This is an optimization exercise on Yosys and OpenROAD, whose aim is small area, not a production implementation. RTL that was checked went through simulation tests only; none was proved equivalent to the original. For run 2, only the layout was checked, not whether the RTL still works.

==> flow/design.v (outline; a module is shown in full before it is edited, if it fits) <==
// module direction_to_cube_cross_texel: 2847 lines
module direction_to_cube_cross_texel (
  input  logic               clk,
  input  logic               rst,
  input  logic               start,
  output logic               busy,
  input  logic signed [15:0] dir_x,
  input  logic signed [15:0] dir_y,
  input  logic signed [15:0] dir_z,
  input  logic               cfg_we,
  input  logic [10:0]        cfg_wdata,
  output logic               done,
  output logic               hit,
  output logic [2:0]         face,
  output logic [11:0]        texel_col,
  output logic [11:0]        texel_row,
  output logic [23:0]        texel_addr
);
  // ...
==> flow/flow/run.sh <==
#!/bin/bash
# The standard layout, except that the input and output port buffers use the smallest buffer cell
# (sky130_fd_sc_hd__buf_1) instead of the one buffer_ports picks by default.
set -euo pipefail
export BUFFER_PORTS_ARGS="-buffer_cell sky130_fd_sc_hd__buf_1"
bash standard.sh finish > standard.log 2>&1
==> flow/standard.sh <==
#!/bin/bash
# synth_recipe.tcl (not shown) runs the flow's synth.tcl, then flattens the netlist and writes it again
# the make line also repeats each setting of config.mk as NAME=value (left out here)
make -C /OpenROAD-flow-scripts/flow DESIGN_CONFIG=/design/flow/config.mk WORK_HOME=/design/flow/orfs CLKGATE_MAP_FILE= SYNTH_SCRIPT=/design/flow/synth_recipe.tcl "${@:-finish}"
==> flow/config.mk <==
export PLATFORM = sky130hd
export DESIGN_NAME = direction_to_cube_cross_texel
export DESIGN_NICKNAME = direction_to_cube_cross_texel
export VERILOG_FILES = /design/flow/design.v
export SDC_FILE = /design/flow/constraint.sdc
export NUM_CORES = 4
export LEC_CHECK = 0
export ABC_AREA = 1
export CAP_MARGIN = 20
export CORE_MARGIN = 2
export CORE_UTILIZATION = 40
export CTS_BUF_LIST = sky130_fd_sc_hd__clkbuf_16
export CTS_CLUSTER_DIAMETER = 110
export CTS_CLUSTER_SIZE = 28
export SLEW_MARGIN = 20
==> flow/constraint.sdc <==
create_clock -name core_clock -period 9.0 [get_ports {clk}]
set_input_delay 1.8000 -clock core_clock [delete_from_list [all_inputs] [get_ports {clk}]]
set_output_delay 1.8000 -clock core_clock [all_outputs]
set_load 0.01 [all_outputs]
==> results.txt, run 1 <==
final hold slack - 0.326 ns
GPL Wtd Cong - 0.926
Final WS setup - 0.776 ns
Main synth FF type - dfxtp_1
gr usage total - 0.225
number of diodes - 0
yosys warns - 1
fraction of area in multi-input gates - 0.667
Multi-input gate area - 31,900 µm²
Worst Setup SP - vr_s6[3]
final net count - 7,258
Placed Area - 46,500 µm²
post-layout min period - 8.22 ns
Startpoint Class - flop
FF+latch area - 7340 µm²
number of synthesized flops with an enable pin - 0
Post-Synth Adder-Cell Area - 0.134
WP buf/inv - 7
Hold Vio Cnt, Final - 0
Synth Area in Simple Gates - 0.347
Reg-to-Reg End - rr_s4[8]
crit path kind - flop to output pin
initial antenna violation count - 0
ClkCell Share - 0.0175
tap cells - 1,500
status - finished clean
sequential cells - 366
Unique masters post-synth - 63
placed cells - 8,289
worst reg-to-reg setup slack - 0.84 ns
area delta synth->final - 5.69%
Non-clk invs - 1,164
==> run 2, diff against run 1 <==
--- a/flow/design.v
+++ b/flow/design.v
@@ -29,24 +29,30 @@
     absv = r;
   endfunction
   function automatic logic gev(input logic [15:0] a, input logic [15:0] b);
     logic c;
     c = 1'b1;
     for (int i = 0; i < 16; i++) c = (a[i] & ~b[i]) | (c & (a[i] | ~b[i]));
     gev = c;
   endfunction
-  function automatic logic [15:0] divrow(input logic [15:0] a, input logic [15:0] m);
+  function automatic logic gevn(input logic [15:0] a, input logic [15:0] nm);
+    logic c;
+    c = 1'b1;
+    for (int i = 0; i < 16; i++) c = (a[i] & nm[i]) | (c & (a[i] | nm[i]));
+    gevn = c;
+  endfunction
+  function automatic logic [15:0] divrow(input logic [15:0] a, input logic [15:0] nm);
     logic [15:0] d;
     logic c;
     logic [14:0] n;
     c = 1'b1;
     for (int i = 0; i < 16; i++) begin
-      d[i] = ~m[i] ^ c;
-      c = (a[i] & ~m[i]) | (c & (a[i] | ~m[i]));
+      d[i] = nm[i] ^ c;
+      c = (a[i] & nm[i]) | (c & (a[i] | nm[i]));
     end
     for (int i = 0; i < 15; i++) n[i] = a[i] ^ (c & d[i]);
     divrow = {c, n};
   endfunction
   function automatic logic [16:0] decv(input logic [15:0] v);
     logic [16:0] r;
     logic b;
     b = 1'b1;
@@ -133,17 +139,17 @@
       3'd3: begin m0 = ay; ac0 = wx;  ar0 = wdz; eqc = eqxy; eqr = eqyz; ngc = sx;       ngr = ~dz1[16]; end
       3'd4: begin m0 = ax; ac0 = wdz; ar0 = wy;  eqc = eqxz; eqr = eqxy; ngc = ~dz1[16]; ngr = sy;       end
       3'd5: begin m0 = az; ac0 = wx;  ar0 = wy;  eqc = eqxz; eqr = eqyz; ngc = sx;       ngr = sy;       end
       default: begin m0 = 16'd1; ac0 = 15'd0; ar0 = 15'd0; eqc = 1'b0; eqr = 1'b0; ngc = 1'b0; ngr = 1'b0; end
     endcase
   end
   logic [0:0] v_s0; assign v_s0 = start;
   logic [2:0] face_s0; assign face_s0 = fsel;
-  logic [15:0] m_s0; assign m_s0 = m0;
+  logic [15:0] m_s0; assign m_s0 = ~m0;
   logic [14:0] rc_s0; assign rc_s0 = eqc ? 15'd0 : ac0[14:0];
   logic [14:0] rr_s0; assign rr_s0 = eqr ? 15'd0 : ar0[14:0];
   logic [0:0] ngc_s0; assign ngc_s0 = ngc;
   logic [0:0] ngr_s0; assign ngr_s0 = ngr;
   logic [0:0] eqc_s0; assign eqc_s0 = eqc;
   logic [0:0] eqr_s0; assign eqr_s0 = eqr;
   logic [0:0] v_s1;
   always_ff @(posedge clk) v_s1 <= rst ? 1'b0 : v_s0;
@@ -421,19 +427,19 @@
   logic [15:0] drc14; assign drc14 = divrow({rc_s4_1, ijc14}, m_s4);
   logic [0:0] qc14_s4; assign qc14_s4 = drc14[15];
   logic ijr14; assign ijr14 = ngr_s4 & ~eqr_s4;
   logic [15:0] drr14; assign drr14 = divrow({rr_s4_1, ijr14}, m_s4);
   logic [0:0] qr14_s4; assign qr14_s4 = drr14[15];
   logic [14:0] rc_s4_2; assign rc_s4_2 = drc14[14:0];
   logic [14:0] rr_s4_2; assign rr_s4_2 = drr14[14:0];
   logic ijc15; assign ijc15 = ngc_s4 & ~eqc_s4;
-  logic [0:0] qc15_s4; assign qc15_s4 = gev({rc_s4_2, ijc15}, m_s4);
+  logic [0:0] qc15_s4; assign qc15_s4 = gevn({rc_s4_2, ijc15}, m_s4);
   logic ijr15; assign ijr15 = ngr_s4 & ~eqr_s4;
-  logic [0:0] qr15_s4; assign qr15_s4 = gev({rr_s4_2, ijr15}, m_s4);
+  logic [0:0] qr15_s4; assign qr15_s4 = gevn({rr_s4_2, ijr15}, m_s4);
   logic [0:0] v_s5;
   always_ff @(posedge clk) v_s5 <= rst ? 1'b0 : v_s4;
   logic [2:0] face_s5;
   always_ff @(posedge clk) face_s5 <= face_s4;
   logic [0:0] ngc_s5;
   always_ff @(posedge clk) ngc_s5 <= ngc_s4;
   logic [0:0] ngr_s5;
   always_ff @(posedge clk) ngr_s5 <= ngr_s4;
--- a/flow/config.mk
+++ b/flow/config.mk
@@ -5,11 +5,11 @@
 export SDC_FILE = /design/flow/constraint.sdc
 export NUM_CORES = 4
 export LEC_CHECK = 0
 export ABC_AREA = 1
 export CAP_MARGIN = 20
 export CORE_MARGIN = 2
 export CORE_UTILIZATION = 40
 export CTS_BUF_LIST = sky130_fd_sc_hd__clkbuf_16
-export CTS_CLUSTER_DIAMETER = 110
-export CTS_CLUSTER_SIZE = 28
+export CTS_CLUSTER_DIAMETER = 120
+export CTS_CLUSTER_SIZE = 24
 export SLEW_MARGIN = 20
==> run 2 against run 1 <==
Net effect:
- synthesized cell count down 0.10%
- largest cell class unchanged
- critical endpoint unchanged
- highest routed layer is now met4
- via count down 0.39%
- clock-buffer cell count unchanged
- sequential share of layout area about the same
==> results.txt, run 2 <==
fillcell total - 11,957 (was 11,981)
Max Cap Viol - 0 (unchanged)
gr usage total - 0.220 (was 0.225)
CTS tree - yes (unchanged)
Unique masters post-synth - 66 (was 63)
I/O pins - 117 (unchanged)
number of synthesized flops with an enable pin - 0 (unchanged)
Clock transition at path regs - 0.10 ns (was 0.11 ns)
Num Clock Sinks - 366 (unchanged)
area delta synth->final - 4.56% (was 5.69%)
Final WS setup - 0.755 ns (was 0.776 ns)
FP Rows - 124 (was 123)
Mapped Area - 45,900 µm² (was 45,300 µm²)
most frequent cells in the layout - nand2_1, inv_1, nand3_1, xor2_1, dfxtp_1 (unchanged)
CP Capture Point - texel_addr[23] (unchanged)
WP data required - 7.20 ns (about the same)
skew final - 0.0580 ns (was 0.0383 ns)
data arrival time of the worst path - 6.45 ns (was 6.42 ns)
Pre-antenna DRT Iters - 6 (unchanged)
Syn Nets - 7,299 (was 7,306)
#FFs+latches synth - 366 (unchanged)
CTS HTree Levels - 1 (unchanged)
Main synth FF type - dfxtp_1 (unchanged)
Final Core Density - 0.421 (was 0.426)
Placed Area - 46,700 µm² (was 46,500 µm²)
Worst Reg-to-Reg Cells - 85 (was 84)
final setup violation count - 0 (unchanged)
status - finished clean (unchanged)
type of the worst min-delay path - flop to flop (unchanged)
most common cell after layout, fill and taps aside - nand2_1 (unchanged)
critical-path maximum fanout - 12 (was 10)
IO Port Bufs - 115 (unchanged)
fin crit share - 0.916 (was 0.914)
Multi-input gate area - 32,100 µm² (was 31,900 µm²)
Slew @ Worst Pin - 0.931 ns (was 0.907 ns)
Die X-Extent - 343 µm (was 340 µm)
GPL Wtd Cong - 0.932 (was 0.926)
Hold Vio Cnt, Final - 0 (unchanged)
Initial Utilization - 0.402 (was 0.403)
initial antenna violation count - 0 (unchanged)
worst stage delay on the critical path - 0.52 ns (about the same)
register area share after synthesis - 0.160 (was 0.162)
share of post-route cells with drive strength above 1 - 0.117 (was 0.109)
clk latency of the worst-skew pair - 0.61 ns (about the same)
endpoint class of the critical path - output pin (unchanged)
Slowest cell on crit path - dfxtp_1 (unchanged)
routed wire length per instance - 15.9 µm (was 16.2 µm)
Worst Setup SP - vr_s6[0] (was vr_s6[3])
Routed Antenna Nets - 0 (unchanged)
share of the synthesized area in the top cell type - 0.160 (was 0.162)
Design Area, Final - 48,000 µm² (was 47,800 µm²)
worst reg-to-reg setup slack - 0.89 ns (was 0.84 ns)
DR vias - 42,811 (was 42,979)
final net count - 7,267 (was 7,258)
yosys warns - 1 (unchanged)
Starting DRT DRC Count - 3,197 (was 3,278)
Synth top cells by count - nand2_1, inv_1, nand3_1 (unchanged)
crit path kind - flop to output pin (unchanged)
Longest Clk Path Bufs - 3 (unchanged)
Worst R2R Start - m_s1[0] (was m_s3[1])
Die Height - 343 µm (was 340 µm)
Reg-to-Reg End - rc_s2[5] (was rr_s4[8])
Remaining DRCs - 0 (unchanged)
die area - 117,000 µm² (was 116,000 µm²)
synth top area cells - dfxtp_1, nand2_1, inv_1 (unchanged)
Detail Placement HPWL - 103,000 µm (was 105,000 µm)
global-route wire length before repair - 213,000 µm (was 216,000 µm)
Cells after Synth - 6,871 (was 6,878)
total wire length - 133,000 µm (was 135,000 µm)
CTS buffer count - 22 (was 23)
largest net degree at the start of global routing - 33 (was 32)
slew margin rel. - 0.377 (was 0.393)
Max Clk Rate - 0.121 GHz (was 0.122 GHz)
most used cell along the critical path - nor2_1 (unchanged)
Pins Over Slew Limit - 0 (unchanged)
number of diodes - 0 (unchanged)
fraction of registers with async set/reset - 0 (unchanged)
largest area contributor in the netlist - dfxtp_1 (unchanged)
number of global-route vias before repair - 40,448 (was 40,498)
RSZ-0062 raised after global routing - yes
Core Area - 114,000 µm² (was 112,000 µm²)
Startpoint Class - flop (unchanged)
post-layout min period - 8.25 ns (was 8.22 ns)
Root Buffer - clkbuf_16 (unchanged)
total gr overflow - 0 (unchanged)
Vias/cell - 5.12 (was 5.15)
mean cell area of the mapped netlist - 6.67 µm² (was 6.58 µm²)
dpl ws - -0.143 ns (was -0.120 ns)
count leader, synth - nand2_1 (unchanged)
FF+latch area - 7340 µm² (about the same)
==> run 2: cell type report <==
class | count | area share
repair buffers | 270 | 0.0342
flip-flops and latches | 366 | 0.153
multi-input cells | 5057 | 0.669
clock buffers | 23 | 0.0120
clock inverters | 11 | 0.00339
inverters | 1122 | 0.0888
well taps | 1512 | 0.0395
==> run 2: kinds of logic after synthesis <==
group | count (synthesis) | share of synthesized area
AND/OR/NAND/NOR | 3385 | 0.346
buffers and inverters | 1455 | 0.149
AO/OA/AOI/OAI | 728 | 0.104
XOR/XNOR | 567 | 0.110
adder cells (fa/ha/maj) | 369 | 0.131
flip-flops | 366 | 0.160
other | 1 | 0.0000818
==> run 2: what timing repair did <==
item / CTS / global route
gates cloned: 0 / 7
setup endpoints to repair: 15 / 96
buffers inserted: 0 / 10
pin swaps: 0 / 12
hold buffers: 0 / 0
gates resized for setup: 2 / 81
==> run 2: metrics by stage <==
stage | cells | hold slack (ns) | TNS [ns]
global placement | 8310 | 0.310 | 0
global route | 8361 | 0.333 | -0.373
floorplan | 6871 | 0.310 | 0
finish | 8361 | 0.325 | 0
CTS | 8344 | 0.324 | 0
detailed placement | 8310 | 0.312 | -1.47
==> run 2: worst min-delay path by stage <==
stage	startpoint	to	slack, ns	cells after the start
after floorplan	face_s1[0]	face_s2[0]	0.31	0
after global placement	qr1_s3	qr1_s4	0.31	0
after detailed placement	face_s2[1]	face_s3[1]	0.31	0
after CTS	qc10_s4	qc10_s5	0.32	0
after global routing	face_s4[1]	face_s5[1]	0.33	0
final	qc10_s4	qc10_s5	0.32	0
==> run 2: critical path, delay by kind of cell, from the launching register on <==
kind / cells / cell delay, ns
compound gates: 9 / 1.74
flops: 1 / 0.52
buf+inv: 7 / 0.53
xor+xnor: 1 / 0.12
fa+ha+maj: 4 / 1.74
simple gates: 11 / 1.16
==> run 2: per-layer routing <==
| layer | routed length [µm] | vias to the layer above | track usage |
|---|---|---|---|
| met5 | 0 | - | 0 |
| met4 | 3860 | 0 | 0.0614 |
| met3 | 7740 | 258 | 0.0220 |
| met2 | 61100 | 1289 | 0.375 |
| met1 | 60200 | 19643 | 0.294 |
| li1 | - | 21621 | - |

## static timing again, ports no longer ideal
The flow's constraints put no driver on any port. The routed layouts listed below were extracted and timed again, unchanged, in two steps.
Step 1, drivers: a clkbuf_16 drives clk and a buf_2 each remaining input, both assumed.
Step 2 moves the port delays by t, midway between the first and last clock arrival at a register: inputs arrive t later, outputs are due t later. That takes back most of the time a late clock gives input paths.
Slacks: no drivers / after step 1 / after step 2; pairs: no drivers / after step 1.
run	t (ns)	setup slack, ns	slew at the worst register clock pin (ns)	worst data-port slew with drivers (ns)
run 1	0.655	0.776 / 0.708 / 0.632	0.11 / 0.11	0.04
run 2	0.653	0.755 / 0.680 / 0.588	0.10 / 0.10	0.05
After both steps setup and hold are still met in every run listed. The setup slack of run 2, which loses most, moves by -0.075 ns with the drivers and by -0.167 ns with both steps.
